Source: an optimization exercise on an open RTL-to-GDS flow (aim: small area, a short achievable clock period and few clock cycles per item). Production flows keep margins and buffers that such runs may drop.
Only simulation tests tie the RTL to the original design; equivalence was not proved.

## flow/design.v (module list and top-level ports; edited modules follow where they fit)
// module heater_pid_duty_control_unit: 3051 lines
module heater_pid_duty_control_unit (
    input  logic                                 clk,
    input  logic                                 rst_n,
    input  logic                                 cfg_we,
    input  logic [hpdc_pkg::CFG_ADDR_W-1:0]      cfg_addr,
    input  logic [hpdc_pkg::CFG_DATA_W-1:0]      cfg_wdata,
    input  logic                                 s_tvalid,
    output logic                                 s_tready,
    input  logic [hpdc_pkg::IN_DATA_W-1:0]       s_tdata,
    output logic                                 m_tvalid,
    input  logic                                 m_tready,
    output logic [hpdc_pkg::OUT_DATA_W-1:0]      m_tdata
);
  // ...
==> flow/flow/run.sh <==
#!/bin/bash
# Layout: the standard flow (standard.sh: the standard flow's synthesis and ORFS from floorplan to
# finish, at the design's clock period and constraints), with three changes in how the layout
# is made:
# - synthesis skips Yosys's early "abc -fast" (SYNTH_ARGS=-noabc), so that the full adders of
#   the generated adder tree are extracted as written, without polarity inverters between them
#   (the registers are the same as the standard synthesis's);
# - the port buffers are buf_4 cells instead of the default delay-buffer choice;
# - the resizer's timing repair aims for 14 ns of setup slack at the 19 ns clock, so that it
#   sizes the slowest paths as for a 5 ns clock.
# make's full output goes to standard.log; each ORFS step keeps its own log under orfs/logs/.
export SYNTH_ARGS="-noabc"
export BUFFER_PORTS_ARGS="-buffer_cell sky130_fd_sc_hd__buf_4"
export SETUP_SLACK_MARGIN=14.0
bash standard.sh > standard.log 2>&1
==> flow/standard.sh <==
#!/bin/bash
# synth_recipe.tcl (not shown) runs the flow's synth.tcl, then flattens the netlist and writes it again
# the make line also repeats each setting of config.mk as NAME=value (left out here)
make -C /OpenROAD-flow-scripts/flow DESIGN_CONFIG=/design/flow/config.mk WORK_HOME=/design/flow/orfs CLKGATE_MAP_FILE= SYNTH_SCRIPT=/design/flow/synth_recipe.tcl "${@:-finish}"
==> flow/config.mk <==
export PLATFORM = sky130hd
export DESIGN_NAME = heater_pid_duty_control_unit
export DESIGN_NICKNAME = heater_pid_duty_control_unit
export VERILOG_FILES = /design/flow/design.v
export SDC_FILE = /design/flow/constraint.sdc
export NUM_CORES = 4
export LEC_CHECK = 0
export CAP_MARGIN = 20
export CORE_MARGIN = 2
export CORE_UTILIZATION = 40
export CTS_CLUSTER_DIAMETER = 100
export CTS_CLUSTER_SIZE = 24
export SLEW_MARGIN = 20
==> flow/constraint.sdc <==
create_clock -name core_clock -period 19.0 [get_ports {clk}]
set_input_delay 3.8000 -clock core_clock [delete_from_list [all_inputs] [get_ports {clk}]]
set_output_delay 3.8000 -clock core_clock [all_outputs]
set_load 0.01 [all_outputs]
==> impl_metrics.ini, run 1 <==
[logic_synthesis]
yosysWarnings = 1
synth.cells.most_frequent = 412 x fa_1, 410 x xnor2_1, 342 x a22oi_1
synthMuxAreaShare = 0.0244
netlist.area_leader.share = 0.251
seq_area_frac_synth = 0.252
synth_area_leaders = fa_1 25%, dfrtp_1 12%, edfxtp_1 11%

[route]
vias = 24400
ant_nets = 0

[clock_network]
tritoncts = yes
cts_root_buf = clkbuf_16
cts.sink_count = 307

[worst_hold_path]
min_from = s2_code[1]

[cells_and_area]
multi_input_area_share = 0.659
final_cell_mix = 412 x fa_1, 409 x xnor2_1, 342 x a22oi_1, 246 x nand2_1, 159 x ha_1
layout.nonclk_buf_frac = 0.0302

[worst_setup_path]
r2r_start = last_err_reg[2]
startpoint = o_data[7]
r2r_slack_ns = 14.09
endpoint = m_tdata[8]

[grt]
grt_max_degree = 72
grt_pass1_wl_um = 156000

[place]
placed_area_mm2 = 0.0341
dp_hpwl_um = 72700

[timing]
hold_viol = 0
drv_slew = 0
max_freq_ghz = 0.203

[run]
cap_violations = 0

[status]
outcome = complete, no violations

[floorplan]
dieHeight_um = 291
core.rowCount = 105
Testbench counts, summed over its fixed seeds: cycles 24,040, items 24,000.
==> run 2: changes to the inputs <==
--- a/flow/design.v
+++ b/flow/design.v
@@ -159,41 +159,46 @@
     end
     always_ff @(posedge clk)
     begin
         if (en)
             k_data <= x_data;
         if (k_valid ? take : (x_valid && (o_empty || m_tready)))
             o_data <= k_valid ? k_data : x_data;
     end
-    logic [14:0] t0;
+    logic signed [14:0] temp0;
+    logic [13:0] e0;
+    logic s0_fault, s0_tog;
+    assign temp0 = s_tdata[14:0];
     always_ff @(posedge clk)
     begin
         if (en)
-            t0 <= s_tdata[14:0];
+        begin
+            e0       <= {2'b00, target_reg} - temp0[13:0];
+            s0_fault <= !((temp0 > -15'sd160) && (temp0 < 15'sd3360));
+            s0_tog   <= temp0 > 15'sd1920;
+        end
     end
     localparam logic [2:0] C_PID = 3'd0, C_TOG = 3'd1, C_FULL = 3'd2, C_OFF = 3'd3,
                            C_FAULT = 3'd4, C_PIDF = 3'd5, C_PID0 = 3'd6;
-    logic signed [16:0] temp1_x, err1;
-    logic f_fault, f_band, f_tog, f_epos, f_clr;
+    logic signed [13:0] err1;
+    logic f_band, f_pid, f_epos, f_clr;
     logic [2:0] code1;
     always_comb
     begin
-        temp1_x = {{2{t0[14]}}, t0};
-        err1    = $signed({5'd0, target_reg}) - temp1_x;
-        f_fault = !((temp1_x > -17'sd160) && (temp1_x < 17'sd3360));
-        f_band  = (err1 < $signed({5'd0, below_reg})) && target_on_reg;
-        f_tog   = (temp1_x > 17'sd1920) && target_on_reg;
-        f_epos  = !err1[16] && (err1 != 17'sd0);
-        f_clr   = err1 <= -17'sd10;
-        if (f_fault)
+        err1   = e0;
+        f_band = (err1 < $signed({2'b00, below_reg})) && target_on_reg;
+        f_pid  = f_band && !s0_fault;
+        f_epos = !err1[13] && (err1 != 14'sd0);
+        f_clr  = err1 <= -14'sd10;
+        if (s0_fault)
             code1 = C_FAULT;
         else if (f_band)
-            code1 = (err1 <= $signed(~{5'd0, above_reg})) ? C_PID0 : (err1[16] ? C_PIDF : C_PID);
-        else if (f_tog)
+            code1 = (err1 <= $signed(~{2'b00, above_reg})) ? C_PID0 : (err1[13] ? C_PIDF : C_PID);
+        else if (s0_tog && target_on_reg)
             code1 = C_TOG;
         else if (target_on_reg)
             code1 = C_FULL;
         else
             code1 = C_OFF;
     end
     logic [23:0] isum_reg;
     logic signed [12:0] last_err_reg;
@@ -211,17 +216,17 @@
     end
     always_ff @(posedge clk or negedge rst_n)
     begin
         if (!rst_n)
         begin
             isum_reg     <= 24'd0;
             last_err_reg <= 13'sd0;
         end
-        else if (en && v0 && f_band && !f_fault)
+        else if (en && v0 && f_pid)
         begin
             isum_reg     <= isum_new;
             last_err_reg <= err1[12:0];
         end
     end
     logic signed [13:0] d2;
     logic [2:0] s2_code;
     always_ff @(posedge clk)
==> run 2 against run 1 <==
  * Core utilization rose by 0.43 points
  * Die area fell by 0.87%
  * Area after synthesis fell by 0.88%
  * Critical path depth rose by 10
  * Final area fell by 0.44%
==> impl_metrics.ini, run 2 <==
[clock_network]
clkLatencyLatePin_ns = 0.59
ctsHoldBuffers = 0
tritoncts = yes
cts.sink_count = 308
clockBufferDepth = 3
numCtsBuffers = 18
clk_pin_slew_ns = 0.10
ctsHtreeMaxLevel = 1
cts_root_buf = clkbuf_16

[worst_setup_path]
cpMostUsedCell = a21oi_2
r2r_slack_ns = 14.06
endpoint = e0[12]
r2r_start = isum_reg[9]
crit_slowest_cell = o41a_1
end_kind = flop
path_class = primary input to flop
path_max_fanout = 2
crit_path_start_kind = primary input
cp.required_ns = 19.35
startpoint = s_tdata[0]
reg2reg_depth = 9
timing.rr.end = r3_b[15]
slowest_delay_ns = 0.33
path_cells = buf_8 -> ha_4 -> fa_2 -> inv_2 -> a21oi_2 -> o21bai_2 -> a21oi_2 -> o21ai_2 -> a41o_1 -> o41a_1 -> xnor2_1
worstPathArrival_ns = 5.46

[route]
drc = 0
routedWlPerCell_um = 25.2
postRouteWirelength_um = 103000
vias = 24200
firstDrtPassIters = 6
drt_iter0_drc = 2367
ant_nets = 0
routed_via_density = 5.94

[timing]
max_freq_ghz = 0.196
period_share = 0.269
fin_worst_skew_ns = 0.0251
drv_slew = 0
tightest_slew_ns = 0.977
hold_viol = 0
maxSlewHeadroom = 0.348
final.setup.tns_ns = 0
min_period_ns = 5.11
rsz0062_at_grt = yes
setup_viol = 0

[logic_synthesis]
synth_largest_area_cell = fa_1
avgSynthCellArea_um2 = 10.5
synthArstFlopShare = 0.555
synth_area_leaders = fa_1 25%, dfrtp_1 12%, edfxtp_1 12%
yosysMostFrequentCell = fa_1
seq_area_frac_synth = 0.255
synth.cells.most_frequent = 412 x fa_1, 411 x xnor2_1, 343 x a22oi_1
synth_area_mm2 = 0.0326
synth_edf_count = 126
netlist.area_leader.share = 0.253
ys_ff_latch = 308
ys.flop_type = dfrtp_1
synthDistinctLibCells = 76
yosysWarnings = 1
syn-instance-count = 3103

[grt]
grt_overflow = 0
grt_pass1_wl_um = 156000
antenna_found_initial = 0
first_global_vias = 24700
grtUsageTotal = 0.247
grt_max_degree = 100

[floorplan]
die_w_um = 289
core_mm2 = 0.0805
initial_core_util = 0.405
dieHeight_um = 289
core.rowCount = 104
ios = 58
dieArea_mm2 = 0.0838

[place]
routabilityCongestion = 0.911
io_buffers = 52
dp_hpwl_um = 72500

[status]
outcome = complete, no violations

[worst_hold_path]
hold_depth = 0
hold_class = flop to flop

[cells_and_area]
layout.nets = 3627
layout_commonest_cell = xnor2_1
diodes = 0
area_delta_synth_final_pct = 7.52
drive_gt1_frac = 0.109
final_cell_mix = 411 x xnor2_1, 410 x fa_1, 343 x a22oi_1, 259 x nand2_1, 154 x ha_1

[run]
cap_violations = 0
-- run 2: changes by cell type in the layout (fill, tap and decap cells not counted), moves of 8 or more --
cell	delta
a221o_1	-13
nand2_1	+13
o31ai_1	-11
nand3_1	-13
o221ai_1	+8
mux2i_1	-9
nor2_1	-26
dfrtp_2	+8
dfrtp_1	-9
o21ai_0	+29
-- run 2: worst max-delay path: cells and delay by family --
family,cells,cell delay [ns]
XOR/XNOR,1,0.13
AO/OA/AOI/OAI,6,1.08
buffers and inverters,2,0.12
adder cells (fa/ha/maj),2,0.34
-- run 2: worst min-delay path by stage --
stage	start	slack (ns)	endpoint
3_5_place_dp	s2_code[2]	0.40	s3_code[2]
6_report	s2_code[2]	0.43	s3_code[2]
4_1_cts	s2_code[2]	0.43	s3_code[2]
3_3_place_gp	s2_code[0]	0.40	s3_code[0]
5_1_grt	s3_code[0]	0.44	s4_code[0]
2_1_floorplan	s2_code[0]	0.40	s3_code[0]
-- run 2: final cells by class --
cell class / instances / area [µm²]
inverters: 156 / 703
multi-input cells: 2391 / 23000
well taps: 1060 / 1330
fillers: 7695 / 45500
clock inverters: 8 / 92.6
repair buffers: 129 / 1110
flip-flops and latches: 308 / 8350
clock buffers: 24 / 473
-- run 2: per-layer routing --
metal	track usage	up-vias	share of wire
met5	0	-	0
li1	-	10500	-
met4	0.0907	0	0.039
met2	0.374	1170	0.44
met3	0.0667	232	0.10
met1	0.339	12300	0.42
-- run 2: per-stage QoR --
step,instance area (µm²),worst slack [ns],cells,utilization,hold slack (ns)
final,35000,13.89,4076,0.435,0.428
after CTS,34600,13.92,4055,0.430,0.428
after detailed placement,33700,13.09,4008,0.419,0.405
after global routing,35000,13.83,4076,0.435,0.442
after global placement,33700,13.07,4008,0.419,0.402
after floorplan,32700,13.49,3106,-,0.400
-- run 2: logic make-up after synthesis --
group,Yosys count,synth area share
AO/OA/AOI/OAI,716,0.152
XOR/XNOR,457,0.123
adder cells (fa/ha/maj),583,0.319
buffers and inverters,407,0.0484
flip-flops,308,0.255
multiplexers,63,0.0215
other,1,0.000115
AND/OR/NAND/NOR,568,0.0820
-- run 2: repair_timing --
| item | in CTS | in global routing |
|---|---|---|
| pin swaps | 12 | 8 |
| gates cloned | 0 | 1 |
| setup endpoints to repair | 35 | 98 |
| gates resized for setup | 56 | 52 |
| buffers inserted | 15 | 20 |
Testbench counts of run 2, summed over its fixed seeds: cycles 24,040, items 24,000.

==> port drivers added, routing unchanged <==
The flow's constraints put no driver on any port. The routed layouts listed below were extracted and timed again, unchanged, in two steps.
Step 1 sets driving cells, clkbuf_16 on the clock port and buf_2 on the other inputs (assumed; they add their load-dependent delay and slew).
Step 2 moves the port delays by t, midway between the first and last clock arrival at a register: inputs arrive t later, outputs are due t later. That takes back most of the time a late clock gives input paths.
Slacks: ideal ports / drivers / drivers and shift; pairs: ideal ports / drivers.
run | shift t [ns] | slack for setup (ns) | latest minus earliest clock arrival (ns) | slew at the worst register clock pin (ns) | cell pins on the clock port's net
run 1 | 0.627 | 14.074 / 14.013 / 13.504 | 0.023 / 0.023 | 0.11 / 0.11 | 1
run 2 | 0.638 | 13.890 / 13.896 / 13.258 | 0.026 / 0.026 | 0.10 / 0.10 | 1
After both steps setup and hold are still met in every run listed. For run 2, which loses most, drivers alone change the setup slack by +0.006 ns; drivers and shift together by -0.632 ns.
